Source: an optimization exercise on an open RTL-to-GDS flow (aim: small area, a short achievable clock period and few clock cycles). Production flows keep margins and buffers that such runs may drop. The RTL was checked by simulation tests, not by an equivalence proof against the original design. Power figures rest on the tool's default switching activity, not on a simulated workload.

`flow/design.v`:
```
package vfc_pkg;
	localparam int VALUE_W = 32;
	localparam int COUNT_W = 16;
	localparam logic [COUNT_W-1:0] COUNT_MAX = {COUNT_W{1'b1}};
endpackage
module vfc_cell (
	input  logic                               clk,
	input  logic                               value_we,
	input  logic [vfc_pkg::VALUE_W-1:0]        value_d,
	input  logic                               count_we,
	input  logic [vfc_pkg::COUNT_W-1:0]        count_d,
	input  logic [vfc_pkg::VALUE_W-1:0]        sample,
	output logic [vfc_pkg::VALUE_W-1:0]        value,
	output logic [vfc_pkg::COUNT_W-1:0]        count,
	output logic                               eq
);
	logic [vfc_pkg::VALUE_W-1:0] value_q;
	logic [vfc_pkg::COUNT_W-1:0] count_q;
	always_ff @(posedge clk) begin
		if (value_we) value_q <= value_d;
		if (count_we) count_q <= count_d;
	end
	assign eq    = (value_q == sample);
	assign value = value_q;
	assign count = count_q;
endmodule
module value_frequency_counter_unit #(
	parameter int TABLE_DEPTH = 64
) (
	input  logic               clk,
	input  logic               arst_n,
	input  logic               sample_valid,
	output logic               sample_ready,
	input  logic signed [31:0] sample_value,
	input  logic               sample_final,
	output logic               result_valid,
	input  logic               result_ready,
	output logic signed [31:0] result_value,
	output logic        [15:0] result_count,
	output logic               result_run_end,
	output logic               result_overflow
);
	localparam int N   = TABLE_DEPTH;
	localparam int CW  = $clog2(N + 1);
	localparam int VW  = vfc_pkg::VALUE_W;
	localparam int KW  = vfc_pkg::COUNT_W;
	localparam int QD  = 4;                  
	localparam int QAW = $clog2(QD);
	logic [VW-1:0] cell_value [N];
	logic [KW-1:0] cell_count [N];
	logic [N-1:0]  cell_eq;
	logic [N-1:0]  cell_cur;      
	logic [N-1:0]  wp;            
	logic [N-1:0]  rp;            
	logic [N-1:0]  we_u2;         
	logic [KW-1:0] inc_u2;        
	logic          full_q;        
	logic          ready_q;
	logic          s0_valid;
	logic [VW-1:0] s0_value;
	logic          s0_final;
	logic          acc;
	assign sample_ready = ready_q;
	assign acc          = sample_valid && ready_q;
	always_ff @(posedge clk or negedge arst_n) begin
		if (!arst_n) s0_valid <= 1'b0;
		else         s0_valid <= acc;
	end
	always_ff @(posedge clk) begin
		s0_value <= sample_value;
		s0_final <= sample_final;
	end
	logic          u1_valid;
	logic [VW-1:0] u1_value;
	logic          u1_final;
	logic [N-1:0]  m_q;
	logic          fwd_q;
	logic          kill;
	assign kill = u1_valid && u1_final;
	always_ff @(posedge clk or negedge arst_n) begin
		if (!arst_n) u1_valid <= 1'b0;
		else         u1_valid <= s0_valid;
	end
	always_ff @(posedge clk) begin
		u1_value <= s0_value;
		u1_final <= s0_final;
		m_q      <= {N{s0_valid && !kill}} & cell_cur & cell_eq;
		fwd_q    <= s0_valid && u1_valid && !u1_final && (s0_value == u1_value);
	end
	logic [CW-1:0] n_q;           
	logic          set_ovf_q;
	logic          set_full;
	logic          hit_m;
	logic          append;
	logic          drop;
	logic          close;
	logic [KW-1:0] c_rd;
	logic [KW-1:0] c_u2;
	logic          u2_close;
	logic [CW-1:0] u2_size;
	logic          u2_ovf;
	assign set_full = n_q[CW-1];      
	assign hit_m    = |m_q;
	assign append   = u1_valid && !fwd_q && !hit_m && !set_full;
	assign drop     = u1_valid && !fwd_q && !hit_m && set_full;
	assign close    = u1_valid && u1_final;
	always_comb begin
		c_rd = '0;
		for (int i = 0; i < N; i++) c_rd |= {KW{m_q[i]}} & cell_count[i];
	end
	assign inc_u2 = (c_u2 == vfc_pkg::COUNT_MAX) ? c_u2 : c_u2 + KW'(1);
	always_ff @(posedge clk) begin
		c_u2 <= fwd_q ? inc_u2 : c_rd;
		for (int i = 0; i < N; i++)
			we_u2[i] <= u1_valid && (fwd_q ? we_u2[i] : (m_q[i] || (wp[i] && !hit_m && !set_full)));
		u2_size <= n_q + CW'(append);
		u2_ovf  <= set_ovf_q || drop;
	end
	always_ff @(posedge clk or negedge arst_n) begin
		if (!arst_n) begin
			cell_cur  <= '0;
			wp        <= N'(1);
			n_q       <= '0;
			set_ovf_q <= 1'b0;
			u2_close  <= 1'b0;
		end else begin
			u2_close <= close;
			if (close) begin
				cell_cur  <= '0;
				n_q       <= '0;
				set_ovf_q <= 1'b0;
			end else begin
				if (append) begin
					cell_cur <= cell_cur | wp;
					n_q      <= n_q + CW'(1);
				end
				if (drop) set_ovf_q <= 1'b1;
			end
			if (append) wp <= {wp[N-2:0], wp[N-1]};
		end
	end
	for (genvar k = 0; k < N; k++) begin : g_cell
		vfc_cell u_cell (
			.clk      (clk),
			.value_we (wp[k] && !full_q),
			.value_d  (u1_value),
			.count_we (we_u2[k]),
			.count_d  (inc_u2),
			.sample   (s0_value),
			.value    (cell_value[k]),
			.count    (cell_count[k]),
			.eq       (cell_eq[k])
		);
	end
	logic [CW:0]   q_size [QD];    
	logic [QAW-1:0] q_wr, q_rd;
	logic [QAW:0]  q_cnt;
	logic          q_pop;
	logic          q_nonempty;
	assign q_nonempty = (q_cnt != '0);
	always_ff @(posedge clk) begin
		if (u2_close) q_size[q_wr] <= {u2_ovf, u2_size};
	end
	always_ff @(posedge clk or negedge arst_n) begin
		if (!arst_n) begin
			q_wr  <= '0;
			q_rd  <= '0;
			q_cnt <= '0;
		end else begin
			if (u2_close) q_wr <= q_wr + QAW'(1);
			if (q_pop)    q_rd <= q_rd + QAW'(1);
			q_cnt <= q_cnt + (QAW+1)'(u2_close) - (QAW+1)'(q_pop);
		end
	end
	logic [CW-1:0] k_q;           
	logic          k_nz, k_one;
	logic          d_ovf_q;
	logic          rd_v;
	logic [VW-1:0] rd_value;
	logic [KW-1:0] rd_count;
	logic [CW-1:0] occ_q;         
	logic          o_valid, s_valid;
	logic [VW-1:0] s_value;
	logic [KW-1:0] s_count;
	logic          s_end, s_ovf;
	logic [VW-1:0] o_value;
	logic [KW-1:0] o_count;
	logic          o_end, o_ovf;
	logic          o_free;
	assign k_nz  = (k_q != '0);
	assign k_one = (k_q == CW'(1));
	assign rd_v  = !s_valid && k_nz;
	assign q_pop = q_nonempty && (!k_nz || (rd_v && k_one));
	always_comb begin
		rd_value = '0;
		rd_count = '0;
		for (int i = 0; i < N; i++) begin
			rd_value |= {VW{rp[i]}} & cell_value[i];
			rd_count |= {KW{rp[i]}} & cell_count[i];
		end
	end
	always_ff @(posedge clk or negedge arst_n) begin
		if (!arst_n) begin
			k_q     <= '0;
			d_ovf_q <= 1'b0;
			rp      <= N'(1);
			occ_q   <= '0;
			full_q  <= 1'b0;
		end else begin
			if (q_pop) begin
				{d_ovf_q, k_q} <= q_size[q_rd];
			end else if (rd_v) begin
				k_q <= k_q - CW'(1);
			end
			if (rd_v) rp <= {rp[N-2:0], rp[N-1]};
			occ_q  <= occ_q + CW'(append) - CW'(rd_v);
			full_q <= (occ_q + CW'(append) - CW'(rd_v)) == CW'(N);
		end
	end
	assign o_free = !o_valid || result_ready;
	always_ff @(posedge clk or negedge arst_n) begin
		if (!arst_n) begin
			o_valid <= 1'b0;
			s_valid <= 1'b0;
		end else if (o_free) begin
			o_valid <= s_valid || rd_v;
			s_valid <= 1'b0;
		end else begin
			s_valid <= s_valid || rd_v;
		end
	end
	always_ff @(posedge clk) begin
		if (rd_v) begin
			s_value <= rd_value;
			s_count <= rd_count;
			s_end   <= k_one;
			s_ovf   <= d_ovf_q;
		end
		if (o_free) begin
			if (s_valid) begin
				o_value <= s_value;
				o_count <= s_count;
				o_end   <= s_end;
				o_ovf   <= s_ovf;
			end else begin
				o_value <= rd_value;
				o_count <= rd_count;
				o_end   <= k_one;
				o_ovf   <= d_ovf_q;
			end
		end
	end
	assign result_valid    = o_valid;
	assign result_value    = o_value;
	assign result_count    = o_count;
	assign result_run_end  = o_end;
	assign result_overflow = o_ovf;
	logic          ready_d;
	logic          exempt;
	logic          room;
	logic          q_room;
	logic [CW:0]   occ_ahead;
	logic [QAW+2:0] q_ahead;
	assign occ_ahead = (CW+1)'(occ_q) + (CW+1)'(u1_valid) + (CW+1)'(s0_valid) + (CW+1)'(acc);
	assign room      = occ_ahead <= (CW+1)'(N - 1);
	assign exempt    = (occ_q == n_q) && !(s0_valid && s0_final) && !(u1_valid && u1_final)
	                   && !(acc && sample_final);
	assign q_ahead   = (QAW+3)'(q_cnt) + (QAW+3)'(u2_close) + (QAW+3)'(u1_valid && u1_final)
	                   + (QAW+3)'(s0_valid && s0_final) + (QAW+3)'(acc && sample_final);
	assign q_room    = q_ahead <= (QAW+3)'(QD - 1);
	assign ready_d   = exempt || (room && q_room);
	always_ff @(posedge clk or negedge arst_n) begin
		if (!arst_n) ready_q <= 1'b1;
		else         ready_q <= ready_d;
	end
endmodule
```
`flow/run.sh`:
```
#!/bin/bash
# synth_recipe.tcl (not shown) runs the flow's synth.tcl, then flattens the netlist and writes it again
# the make line also repeats each setting of config.mk as NAME=value (left out here)
make -C /OpenROAD-flow-scripts/flow DESIGN_CONFIG=/design/flow/config.mk WORK_HOME=/design/flow/orfs CLKGATE_MAP_FILE= SYNTH_SCRIPT=/design/flow/synth_recipe.tcl finish
```
`flow/config.mk`:
```
export PLATFORM = sky130hd
export DESIGN_NAME = value_frequency_counter_unit
export DESIGN_NICKNAME = value_frequency_counter_unit
export VERILOG_FILES = /design/flow/design.v
export SDC_FILE = /design/flow/constraint.sdc
export NUM_CORES = 4
export LEC_CHECK = 0
export ABC_CLOCK_PERIOD_IN_PS = 3000
export CAP_MARGIN = 20
export CORE_MARGIN = 2
export CORE_UTILIZATION = 50
export SETUP_SLACK_MARGIN = 4.0
export SLEW_MARGIN = 20
```
`flow/constraint.sdc`:
```
create_clock -name core_clock -period 7.0 [get_ports {clk}]
set_input_delay 1.4000 -clock core_clock [delete_from_list [all_inputs] [get_ports {clk}]]
set_output_delay 1.4000 -clock core_clock [all_outputs]
set_load 0.01 [all_outputs]
```
==> impl_metrics.yaml <==
status:
  status: "did not finish"
  haltStage: "5_1_grt"
  error_line: "[ERROR GRT-0116] Global routing finished with congestion. Check the congestion regions in the DRC Viewer."
placed_design:
  postPlaceCellArea_sq_mm: 0.1691
  hpwl_um: 845000
  port_buffers: 88
  gp_congestion: 1.340
synth:
  synth_top_area_share_pct: 60.42
  yosysWarnings: 4
  syn_inst: 10726
  ys_async_sr_fraction_pct: 6.271
  syn_area_sq_mm: 0.1592
  synth_top_area_cell: "edfxtp_1"
  synth_area_leaders: "edfxtp_1, xnor2_1, xor2_1"
  syn-num-nets: 10793
  yosysUniqueCellTypes: 64
  synth.avg_cell_area_sq_um: 14.85
  ys_ff_latch: 3652
  synth_edf_count: 3204
  synthTopCellsByCount: "edfxtp_1, xnor2_1, xor2_1, a221oi_1, a22o_1"
  yosys_most_used_dff: "edfxtp_1"
  synthMostInstantiatedCell: "edfxtp_1"
  seq_area_frac_synth_pct: 66.78
clocking:
  cts_buffers: 388
  cts.sinks: 3652
  root_buffer: "clkbuf_16"
  clockBufferDepth: 4
  hold_buffers: 0
  h-tree-depth: 5
global_routing:
  grt_max_degree: 119
  grt_pass1_wl_um: 1717000
  overflow: 65
  track_usage_pct: 83.16
  grt_pass1_vias: 147380
die:
  initial_core_util_pct: 50.15
  ios: 89
  die_w_um: 568.3
  placementRows: 207
  die_h_um: 568.3
==> through the flow <==
stage	hold slack [ps]	total power, uW	worst slack, ps	std cells	utilization [%]
floorplan	323.6	25840	3714	10726	-
global placement	394.5	27470	1732	14769	53.06
detailed placement	396.5	27520	2617	14807	53.25
CTS	406.5	49020	3442	15937	60.28
==> kinds of logic after synthesis <==
kind of cell / Yosys count / synth area share (%)
flip-flops: 3652 / 66.78
buffers and inverters: 876 / 2.155
AND/OR/NAND/NOR: 1563 / 5.680
XOR/XNOR: 2086 / 11.47
multiplexers: 192 / 1.524
adder cells (fa/ha/maj): 30 / 0.2546
AO/OA/AOI/OAI: 2327 / 12.14
==> metal layers <==
metal / track usage (%) / GRT overflow
met1: 86.26 / 3
met2: 89.01 / 33
met3: 78.73 / 13
met4: 72.83 / 15
met5: 70.89 / 1
==> power groups by stage <==
stage | logic [uW] | registers (uW) | clock network [uW]
floorplan | 1440 | 24400 | 0
global placement | 2770 | 24700 | 0
detailed placement | 2800 | 24700 | 0
CTS | 3280 | 24200 | 21600
==> what timing repair did <==
action                                   CTS
cloned                                    27
gates resized for setup                 1124
endpoints found under the setup margin   993
setup buffers                            376
pin swaps                                122
==> worst min path at each step <==
| stage | from | endpoint | slack, ps | cells after the start |
|---|---|---|---|---|
| 3_5_place_dp | s0_final | u1_final | 400 | 0 |
| 4_1_cts | s0_final | u1_final | 410 | 0 |
| 2_1_floorplan | s0_final | u1_final | 320 | 0 |
| 3_3_place_gp | s0_final | u1_final | 390 | 0 |
Testbench counts, summed over its fixed seeds: cycles 19,754.
